This is an optimization exercise on Yosys and OpenROAD, whose aim is small area and a short achievable clock period, not a production implementation.
At most, simulation tests tie the RTL to the original design; equivalence was not proved.
The RTL of run 2 was laid out without a check of its function.
Power figures rest on the tool's default switching activity, not on a simulated workload.

==> flow/design.v, too long to show whole: its modules and the start of the top module <==
// module mult_top: 1330 lines
// module mult_fa: 10 lines
// module mult_bsel: 10 lines
// module mult_xnor: 7 lines
// module mult_or: 7 lines
// module mult_hai: 9 lines
// module mult_ha: 9 lines
module mult_top (
    input  logic               clk,
    input  logic               reset,
    input  logic               in_valid,
    input  mult_pkg::operand_t a,
    input  mult_pkg::operand_t b,
    output logic               out_valid,
    output mult_pkg::product_u product
);
  // ...
==> flow/flow/run.sh <==
#!/bin/bash
# Own layout flow: the standard layout (standard.sh, with its unchanged
# synthesis) plus a few extra ORFS make settings from flow/extra.txt, one
# VAR=value per line. Each step's full output goes to a log in this folder.
set -euo pipefail
EXTRA=()
while IFS= read -r l; do
  [[ -n "$l" && "$l" != \#* ]] && EXTRA+=("$l")
done < flow/extra.txt
# standard.sh passes its knobs on make's command line; ours go after them
sed 's#"${@:-finish}"#"${EXTRA[@]}" "${@:-finish}"#' standard.sh > own_standard.sh
( set -- synth; source ./own_standard.sh ) > synth.log 2>&1
( set -- finish; source ./own_standard.sh ) > layout.log 2>&1
test -f out/final.def
==> flow/flow/extra.txt <==
# port buffers: a plain buffer instead of the delay buffer buffer_ports picks
BUFFER_PORTS_ARGS=-buffer_cell sky130_fd_sc_hd__buf_2
==> flow/standard.sh <==
#!/bin/bash
# synth_recipe.tcl (not shown) runs the flow's synth.tcl, then flattens the netlist and writes it again
# the make line also repeats each setting of config.mk as NAME=value (left out here)
make -C /OpenROAD-flow-scripts/flow DESIGN_CONFIG=/design/flow/config.mk WORK_HOME=/design/flow/orfs CLKGATE_MAP_FILE= SYNTH_SCRIPT=/design/flow/synth_recipe.tcl "${@:-finish}"
==> flow/config.mk <==
export PLATFORM = sky130hd
export DESIGN_NAME = mult_top
export DESIGN_NICKNAME = mult_top
export VERILOG_FILES = /design/flow/design.v
export SDC_FILE = /design/flow/constraint.sdc
export NUM_CORES = 4
export LEC_CHECK = 0
export CAP_MARGIN = 20
export CORE_MARGIN = 2
export CORE_UTILIZATION = 40
export CTS_BUF_LIST = sky130_fd_sc_hd__clkbuf_4 sky130_fd_sc_hd__clkbuf_8
export PLACE_DENSITY = 0.6
export SETUP_SLACK_MARGIN = 4.9
export SLEW_MARGIN = 20
export SYNTH_HIERARCHICAL = 1
==> flow/constraint.sdc <==
create_clock -name core_clock -period 8.0 [get_ports {clk}]
set_input_delay 1.6000 -clock core_clock [delete_from_list [all_inputs] [get_ports {clk}]]
set_output_delay 1.6000 -clock core_clock [all_outputs]
set_load 0.01 [all_outputs]
==> run notes, run 1 <==
clock tree skew after final layout 0.0195 ns; dominant power group combinational cells; clk tree area frac 3.57%; maximum count of clock buffers along a single path 2; Via density 5.03; net load switching power 2.00 mW; cell accounting for the most synthesized area sky130_fd_sc_hd__fa_1; Worst slew margin 57.4%; outcome finished clean; instance count along the most critical hold path 1; post-cts hold buffer count 0; multi-input gate share of total cell area 61.3%; most frequently used flop master after synthesis sky130_fd_sc_hd__dfxtp_1; fraction of layout cells with a size suffix above 1 18.0%; nets in the synthesized netlist 1236; global-route track usage on met1 27.7%; dominant combinational cell family by area after synthesis adder cells; worst hold start lo_q[3]$_DFF_P_; sum of routed wire length over all layers 24.2 mm; share of synthesized cell area in full adder, half adder and majority cells 42.8%; dpl hpwl 17.6 mm; maximum clock frequency 329 MHz; largest net degree at the start of global routing 62; IO buf count 67; synthesized-area fraction occupied by ao, oa, aoi and oai cells 7.56%; Largest register FFs 32; critical path's most frequent cell sky130_fd_sc_hd__fa_1; maximum fanout along the worst path 16; most frequent cells in the layout 283 x sky130_fd_sc_hd__nand2_1, 194 x sky130_fd_sc_hd__fa_1, 108 x sky130_fd_sc_hd__dfxtp_1, 69 x sky130_fd_sc_hd__buf_2, 39 x sky130_fd_sc_hd__nor2_1; portion of netlist area occupied by mux cells 0.198%; asr flop ratio synth 0%; count of standard-cell rows 58; leading cell type in the layout, fill and taps excluded sky130_fd_sc_hd__nand2_1; count of different cell masters after synthesis 47; number of buffers inserted to repair setup after CTS 0; vias after detailed routing 6880; most area-consuming cells after synthesis sky130_fd_sc_hd__fa_1 39%, sky130_fd_sc_hd__dfxtp_1 28%, sky130_fd_sc_hd__nand2_1 11%
==> inputs of run 2 (changes only) <==
--- a/flow/design.v
+++ b/flow/design.v
@@ -749,28 +749,24 @@
     logic m1_23_2;
     logic m1_24_0;
     logic m1_24_1;
     logic m1_24_2;
     logic m1_25_0;
     logic m1_25_1;
     logic m1_25_2;
     logic m1_26_0;
-    logic m1_26_1;
-    logic m1_26_2;
     logic m1_27_0;
-    logic m1_27_1;
-    logic m1_27_2;
     logic m1_28_0;
     logic m1_29_0;
     logic m1_30_0;
     logic m1_31_0;
     logic [8:0] lo_w, lo_q;
     logic [9:0] lo_t;
-    logic [4:0] hb_t;
+    logic [6:0] hb_t;
     logic [24:0] hi_w;
     always_ff @(posedge clk) begin
         a_r <= a;
         b_r <= b;
     end
     always_ff @(posedge clk) begin
         if (reset) begin
             v         <= '0;
@@ -1236,40 +1232,40 @@
     mult_or u_c366 (.x(pp_0_2), .y(pp_1_1), .c(c366));
     mult_fa u_s367 (.x(pp_2_1), .y(pp_3_0), .z(s313), .s(s367), .c(c368));
     mult_fa u_s369 (.x(c314), .y(s221), .z(s315), .s(s369), .c(c370));
     mult_fa u_s371 (.x(c316), .y(s223), .z(s317), .s(s371), .c(c372));
     mult_fa u_s373 (.x(c318), .y(s229), .z(s319), .s(s373), .c(c374));
     mult_fa u_s375 (.x(c320), .y(s233), .z(s321), .s(s375), .c(c376));
     assign lo_t = {1'b0, c374, c372, c370, c368, c366, pp_2_0, pp_0_1, pp_0_0, 1'b1} + {1'b0, s375, s373, s371, s369, s367, s365, pp_1_0, 1'b1, 1'b1};
     assign lo_w = lo_t[9:1];
-    mult_fa u_s377 (.x(c312), .y(s363), .z(c362), .s(s377), .c(c378));
-    mult_fa u_s379 (.x(pp_14_15), .y(pp_15_14), .z(c364), .s(s379), .c(c380));
-    assign hb_t = {1'b1, pp_15_15, s379, s377, 1'b1} + {1'b1, c380, c378, 1'b1, 1'b1};
-    mult_fa u_s381 (.x(m1_8_0), .y(m1_8_1), .z(m1_8_2), .s(s381), .c(c382));
-    mult_fa u_s383 (.x(m1_9_0), .y(m1_9_1), .z(m1_9_2), .s(s383), .c(c384));
-    mult_fa u_s385 (.x(m1_10_0), .y(m1_10_1), .z(m1_10_2), .s(s385), .c(c386));
-    mult_fa u_s387 (.x(m1_11_0), .y(m1_11_1), .z(m1_11_2), .s(s387), .c(c388));
-    mult_fa u_s389 (.x(m1_12_0), .y(m1_12_1), .z(m1_12_2), .s(s389), .c(c390));
-    mult_fa u_s391 (.x(m1_13_0), .y(m1_13_1), .z(m1_13_2), .s(s391), .c(c392));
-    mult_fa u_s393 (.x(m1_14_0), .y(m1_14_1), .z(m1_14_2), .s(s393), .c(c394));
-    mult_fa u_s395 (.x(m1_15_0), .y(m1_15_1), .z(m1_15_2), .s(s395), .c(c396));
-    mult_fa u_s397 (.x(m1_16_0), .y(m1_16_1), .z(m1_16_2), .s(s397), .c(c398));
-    mult_fa u_s399 (.x(m1_17_0), .y(m1_17_1), .z(m1_17_2), .s(s399), .c(c400));
-    mult_fa u_s401 (.x(m1_18_0), .y(m1_18_1), .z(m1_18_2), .s(s401), .c(c402));
-    mult_fa u_s403 (.x(m1_19_0), .y(m1_19_1), .z(m1_19_2), .s(s403), .c(c404));
-    mult_fa u_s405 (.x(m1_20_0), .y(m1_20_1), .z(m1_20_2), .s(s405), .c(c406));
-    mult_fa u_s407 (.x(m1_21_0), .y(m1_21_1), .z(m1_21_2), .s(s407), .c(c408));
-    mult_fa u_s409 (.x(m1_22_0), .y(m1_22_1), .z(m1_22_2), .s(s409), .c(c410));
-    mult_fa u_s411 (.x(m1_23_0), .y(m1_23_1), .z(m1_23_2), .s(s411), .c(c412));
-    mult_fa u_s413 (.x(m1_24_0), .y(m1_24_1), .z(m1_24_2), .s(s413), .c(c414));
-    mult_fa u_s415 (.x(m1_25_0), .y(m1_25_1), .z(m1_25_2), .s(s415), .c(c416));
-    mult_fa u_s417 (.x(m1_26_0), .y(m1_26_1), .z(m1_26_2), .s(s417), .c(c418));
-    mult_fa u_s419 (.x(m1_27_0), .y(m1_27_1), .z(m1_27_2), .s(s419), .c(c420));
-    assign hi_w = {m1_31_0, m1_30_0, m1_29_0, m1_28_0, c418, c416, c414, c412, c410, c408, c406, c404, c402, c400, c398, c396, c394, c392, c390, c388, c386, c384, c382, m1_8_3, lo_q[8]} + {1'b1, 1'b1, 1'b1, c420, s419, s417, s415, s413, s411, s409, s407, s405, s403, s401, s399, s397, s395, s393, s391, s389, s387, s385, s383, s381, lo_q[8]};
+    mult_fa u_s377 (.x(c306), .y(s359), .z(c358), .s(s377), .c(c378));
+    mult_fa u_s379 (.x(c310), .y(s361), .z(c360), .s(s379), .c(c380));
+    mult_fa u_s381 (.x(c312), .y(s363), .z(c362), .s(s381), .c(c382));
+    mult_fa u_s383 (.x(pp_14_15), .y(pp_15_14), .z(c364), .s(s383), .c(c384));
+    assign hb_t = {1'b1, pp_15_15, s383, s381, s379, s377, 1'b1} + {1'b1, c384, c382, c380, c378, 1'b1, 1'b1};
+    mult_fa u_s385 (.x(m1_8_0), .y(m1_8_1), .z(m1_8_2), .s(s385), .c(c386));
+    mult_fa u_s387 (.x(m1_9_0), .y(m1_9_1), .z(m1_9_2), .s(s387), .c(c388));
+    mult_fa u_s389 (.x(m1_10_0), .y(m1_10_1), .z(m1_10_2), .s(s389), .c(c390));
+    mult_fa u_s391 (.x(m1_11_0), .y(m1_11_1), .z(m1_11_2), .s(s391), .c(c392));
+    mult_fa u_s393 (.x(m1_12_0), .y(m1_12_1), .z(m1_12_2), .s(s393), .c(c394));
+    mult_fa u_s395 (.x(m1_13_0), .y(m1_13_1), .z(m1_13_2), .s(s395), .c(c396));
+    mult_fa u_s397 (.x(m1_14_0), .y(m1_14_1), .z(m1_14_2), .s(s397), .c(c398));
+    mult_fa u_s399 (.x(m1_15_0), .y(m1_15_1), .z(m1_15_2), .s(s399), .c(c400));
+    mult_fa u_s401 (.x(m1_16_0), .y(m1_16_1), .z(m1_16_2), .s(s401), .c(c402));
+    mult_fa u_s403 (.x(m1_17_0), .y(m1_17_1), .z(m1_17_2), .s(s403), .c(c404));
+    mult_fa u_s405 (.x(m1_18_0), .y(m1_18_1), .z(m1_18_2), .s(s405), .c(c406));
+    mult_fa u_s407 (.x(m1_19_0), .y(m1_19_1), .z(m1_19_2), .s(s407), .c(c408));
+    mult_fa u_s409 (.x(m1_20_0), .y(m1_20_1), .z(m1_20_2), .s(s409), .c(c410));
+    mult_fa u_s411 (.x(m1_21_0), .y(m1_21_1), .z(m1_21_2), .s(s411), .c(c412));
+    mult_fa u_s413 (.x(m1_22_0), .y(m1_22_1), .z(m1_22_2), .s(s413), .c(c414));
+    mult_fa u_s415 (.x(m1_23_0), .y(m1_23_1), .z(m1_23_2), .s(s415), .c(c416));
+    mult_fa u_s417 (.x(m1_24_0), .y(m1_24_1), .z(m1_24_2), .s(s417), .c(c418));
+    mult_fa u_s419 (.x(m1_25_0), .y(m1_25_1), .z(m1_25_2), .s(s419), .c(c420));
+    assign hi_w = {m1_31_0, m1_30_0, m1_29_0, m1_28_0, m1_27_0, m1_26_0, c418, c416, c414, c412, c410, c408, c406, c404, c402, c400, c398, c396, c394, c392, c390, c388, c386, m1_8_3, lo_q[8]} + {1'b1, 1'b1, 1'b1, 1'b1, 1'b1, c420, s419, s417, s415, s413, s411, s409, s407, s405, s403, s401, s399, s397, s395, s393, s391, s389, s387, s385, lo_q[8]};
     assign sum_w[7:0] = ~lo_q[7:0];
     assign sum_w[31:8] = ~hi_w[24:1];
     always_ff @(posedge clk) begin
         lo_q <= lo_w;
         m1_8_0 <= c322;
         m1_8_1 <= s237;
         m1_8_2 <= s323;
         m1_8_3 <= c376;
@@ -1319,26 +1315,22 @@
         m1_23_1 <= c352;
         m1_23_2 <= s353;
         m1_24_0 <= c298;
         m1_24_1 <= s355;
         m1_24_2 <= c354;
         m1_25_0 <= c302;
         m1_25_1 <= s357;
         m1_25_2 <= c356;
-        m1_26_0 <= c306;
-        m1_26_1 <= s359;
-        m1_26_2 <= c358;
-        m1_27_0 <= c310;
-        m1_27_1 <= s361;
-        m1_27_2 <= c360;
-        m1_28_0 <= hb_t[1];
-        m1_29_0 <= hb_t[2];
-        m1_30_0 <= hb_t[3];
-        m1_31_0 <= hb_t[4];
+        m1_26_0 <= hb_t[1];
+        m1_27_0 <= hb_t[2];
+        m1_28_0 <= hb_t[3];
+        m1_29_0 <= hb_t[4];
+        m1_30_0 <= hb_t[5];
+        m1_31_0 <= hb_t[6];
     end
     always_ff @(posedge clk) begin
         if (reset)         product <= '0;
         else if (v[2]) product <= sum_w;
     end
 endmodule
 module mult_fa (
     input  logic x,
--- a/flow/config.mk
+++ b/flow/config.mk
@@ -5,11 +5,11 @@
 export SDC_FILE = /design/flow/constraint.sdc
 export NUM_CORES = 4
 export LEC_CHECK = 0
 export CAP_MARGIN = 20
 export CORE_MARGIN = 2
 export CORE_UTILIZATION = 40
 export CTS_BUF_LIST = sky130_fd_sc_hd__clkbuf_4 sky130_fd_sc_hd__clkbuf_8
 export PLACE_DENSITY = 0.6
-export SETUP_SLACK_MARGIN = 4.9
+export SETUP_SLACK_MARGIN = 5
 export SLEW_MARGIN = 20
 export SYNTH_HIERARCHICAL = 1
==> run notes, run 2 <==
most area-consuming cells after synthesis sky130_fd_sc_hd__fa_1 39%, sky130_fd_sc_hd__dfxtp_1 27%, sky130_fd_sc_hd__nand2_1 10%; slowest stage delay, CP 0.54 ns; count of mapped cells out of synthesis 980; fraction of layout cells with a size suffix above 1 24.1% (+6.1 points); Area growth syn-to-layout 16.2%; Synth Register Bits 137; share of synthesized cell area in full adder, half adder and majority cells 42.6% (-0.18 points); Root Buffer Master sky130_fd_sc_hd__clkbuf_8; Largest regs product: 32 flops, a_r: 16 flops, b_r: 16 flops; count leader, synth sky130_fd_sc_hd__nand2_1; critical register-to-register path startpoint b_r[14]$_DFF_P_; Clk Latency, worst-skew pair 0.47 ns; crit path setup slack, layout 4.87 ns; DR iter-0 viols 401; sum of routed wire length over all layers 25.4 mm (+5.2%); Hold Vio Cnt, Final 0; count of different cell masters after synthesis 64 (+36%); total power consumption of the routed design 4.42 mW; setup repair after global routing missed its margin true; cell accounting for the most synthesized area sky130_fd_sc_hd__fa_1; global-route congestion overflow total 0; mean instance size in the synthesized netlist 10.4 um^2; Worst R2R End m1_18_2$_DFF_P_; min cycle time layout 3.13 ns; Worst slew margin 36.5% (-21 points); kind of path behind the tightest hold check reg2reg; maximum capacitance violations 0; Max IR drop VDD 0.195 mV; leading cell type in the layout, fill and taps excluded sky130_fd_sc_hd__nand2_1; instance count along the most critical hold path 1 (unchanged); wire length per cell 18.3 um; aggregate negative setup slack 0 ns; maximum fanout along the worst path 5 (-11); critical path capture point type flip-flop; Placer Congestion 0.861; fin. max-slew vios 0; hold-critical path endpoint product[5]$_SDFFE_PP0P_; total area of multi-input combinational cells 0.00726 mm^2; largest net degree at the start of global routing 54 (-13%); drt drc 0; FF-to-FF setup slack 4.87 ns; IO buf count 67 (unchanged); Via density 5.12 (+1.7%); number of failing setup endpoints in the final timing report 0; number of clock sinks 137; number of nets with antenna violations after detailed routing 0; slowest stage cell, crit path sky130_fd_sc_hd__fa_2; CTS tree yes; outcome finished clean; first-pass GRT wire length 40.7 mm; startpoint class of the critical path flip-flop; core utilization of the finished layout 47.1%; asr flop ratio synth 0% (unchanged); Max H-tree Level 4; maximum clock frequency 319 MHz (-3.1%); Worst Setup Slack post-DPL 4.32 ns; number of antenna violations at the first check in global routing 0; dpl hpwl 18.6 mm (+5.4%); total CTS buffers 17; nets in the synthesized netlist 1243 (+0.57%); worst hold start lo_q[5]$_DFF_P_; iteration count of the initial detailed-routing pass 4; number of global-route vias before repair 7616; count of standard-cell rows 58 (unchanged); Inserted Diodes 0; power density over the cells 374 mW/mm^2; Tightest Pin Transition 0.952 ns; delay-heaviest family, CP adder cells; Arr. time, crit path 3.54 ns; number of nets in the layout 1311; most frequently used flop master after synthesis sky130_fd_sc_hd__dfxtp_1; critical path's most frequent cell sky130_fd_sc_hd__fa_2; Largest register FFs 32 (unchanged); IO Pins 68; most frequent cells in the layout 269 x sky130_fd_sc_hd__nand2_1, 162 x sky130_fd_sc_hd__fa_1, 104 x sky130_fd_sc_hd__dfxtp_1, 66 x sky130_fd_sc_hd__buf_2, 46 x sky130_fd_sc_hd__buf_4; leakage power 4.47 nW; die footprint 0.0268 mm^2; number of enable-type register cells in the synthesized netlist 0; final period utilization 39.2%; total routing resource utilization after global routing 20.1%; area fraction of the dominant cell type after synthesis 38.9%; reg2reg path depth 9; Setup CP Type reg2reg; tightest hold margin 0.406 ns; sequence of cells on the critical path buf_4 -> buf_6 -> buf_6 -> nand2_4 -> fa_2 -> fa_2 -> fa_2 -> fa_2 -> fa_2; starting density of the core 40.6%; floorplan core area 0.0251 mm^2; CP Depth 9; Synth Area in XOR/XNOR 2.84%; post-cts hold buffer count 0 (unchanged); die span in x 164 um; register ranked first by flip-flop count product; Synth Area in Simple Gates 15.6%; Data required, critical path 8.41 ns; leading post-synthesis cells by instance count 277 x sky130_fd_sc_hd__nand2_1, 198 x sky130_fd_sc_hd__fa_1, 137 x sky130_fd_sc_hd__dfxtp_1; CTS clock-pin slew for the worst setup and hold paths 0.10 ns; vias after detailed routing 7118 (+3.5%); portion of netlist area occupied by mux cells 0.196% (-0.0014 points); sequential area share after synthesis 26.9%; maximum count of clock buffers along a single path 2 (unchanged); dominant combinational cell family by area after synthesis adder cells; cell area after technology mapping 0.0102 mm^2; warnings from Yosys 7; synthesized-area fraction occupied by ao, oa, aoi and oai cells 8.24% (+0.68 points); clock tree skew after final layout 0.0210 ns (+0.00144 ns); fill cell count 2398; overall die height 164 um; Crit path buffers/inverters 3; storage element area 0.00286 mm^2
## run 2: logic make-up (layout without fill, tap and decap cells)
| family | after synthesis | after routing |
|---|---|---|
| and+or+nand+nor | 375 | 375 |
| adders and majority gates | 228 | 228 |
| DFF | 137 | 137 |
| AOI/OAI and AO/OA | 116 | 116 |
| buffers and inverters | 89 | 170 |
| xor gates and xnor gates | 33 | 33 |
| muxes | 2 | 2 |
## run 2: layer usage
layer	up-vias	share of wire [%]	track usage [%]
li1	3293	-	-
met1	3572	45	27.0
met2	224	46	31.6
met3	29	7.7	6.30
met4	0	1.6	5.30
met5	-	0	0
## run 2: what timing repair did
item                                    CTS  global route
gates resized for setup                  80            35
pin swaps                                21            27
setup buffers                            38            18
endpoints found under the setup margin   43            25
gates cloned                              0             0
## run 2: how the worst max path moves through the flow
stage                          from              end  slack (ns)
global placement    b_r[13]$_DFF_P_  m1_31_0$_DFF_P_        4.38
CTS                 b_r[14]$_DFF_P_  m1_31_0$_DFF_P_        4.82
floorplan           b_r[15]$_DFF_P_  m1_31_0$_DFF_P_        4.69
global route        b_r[14]$_DFF_P_  m1_31_0$_DFF_P_        4.81
detailed placement  a_r[13]$_DFF_P_  m1_31_0$_DFF_P_        4.32
finish              b_r[14]$_DFF_P_  m1_18_2$_DFF_P_        4.87
## run 2: worst register-to-register path, delay by kind of cell (launching register included)
family                   cells  cell delay, ns
adder cells (fa/ha/maj)      5            2.28
flip-flops                   1            0.37
buffers and inverters        3            0.37
AND/OR/NAND/NOR              1            0.05
## run 2: layout make-up
cell class	count	share of cell area (%)
multi-input combinational	754	61.3
sequential	137	24.2
timing repair buffer	123	6.86
tap	330	3.49
clock buffer	17	1.98
clock inverter	15	1.68
inverter	15	0.476
## run 2: per-module statistics from Yosys (local to each module, per instance)
module,cells inside,cell area (um^2),copies in the design,flops+latches
mult_fa,1,20.0,195,0
mult_or,1,6.26,15,0
mult_top,755,6060,1,137
mult_xnor,1,8.76,15,0
## run 2: power breakdown
part	internal [mW]	switching, mW
clock network	0.297	0.329
registers	0.874	0.141
logic	1.18	1.61
## run 2: stage by stage
stage	std cells	area [um^2]
floorplan	980	10400
global placement	1303	10700
detailed placement	1303	10700
CTS	1373	11600
global route	1391	11800
finish	1391	11800

separate check: timing with driven ports:
The flow's constraints put no driver on any port. The routed layouts listed below were extracted and timed again, unchanged, in two steps.
Step 1, drivers: a clkbuf_16 drives clk and a buf_2 each remaining input, both assumed.
Step 2 also shifts input and output timing later by t, the mid clock arrival at the registers, as if the neighbouring blocks saw the same clock.
Three values: no drivers, after step 1, after step 2; two values: the first two.
run | t (ns) | setup slack, ns | cell pins on the clock port's net
run 1 | 0.497 | 4.963 / 4.963 / 4.963 | 1
run 2 | 0.502 | 4.867 / 4.867 / 4.664 | 1
After both steps setup and hold are still met in every run listed. The setup slack of run 2, which loses most, moves by 0.000 ns with the drivers and by -0.203 ns with both steps.
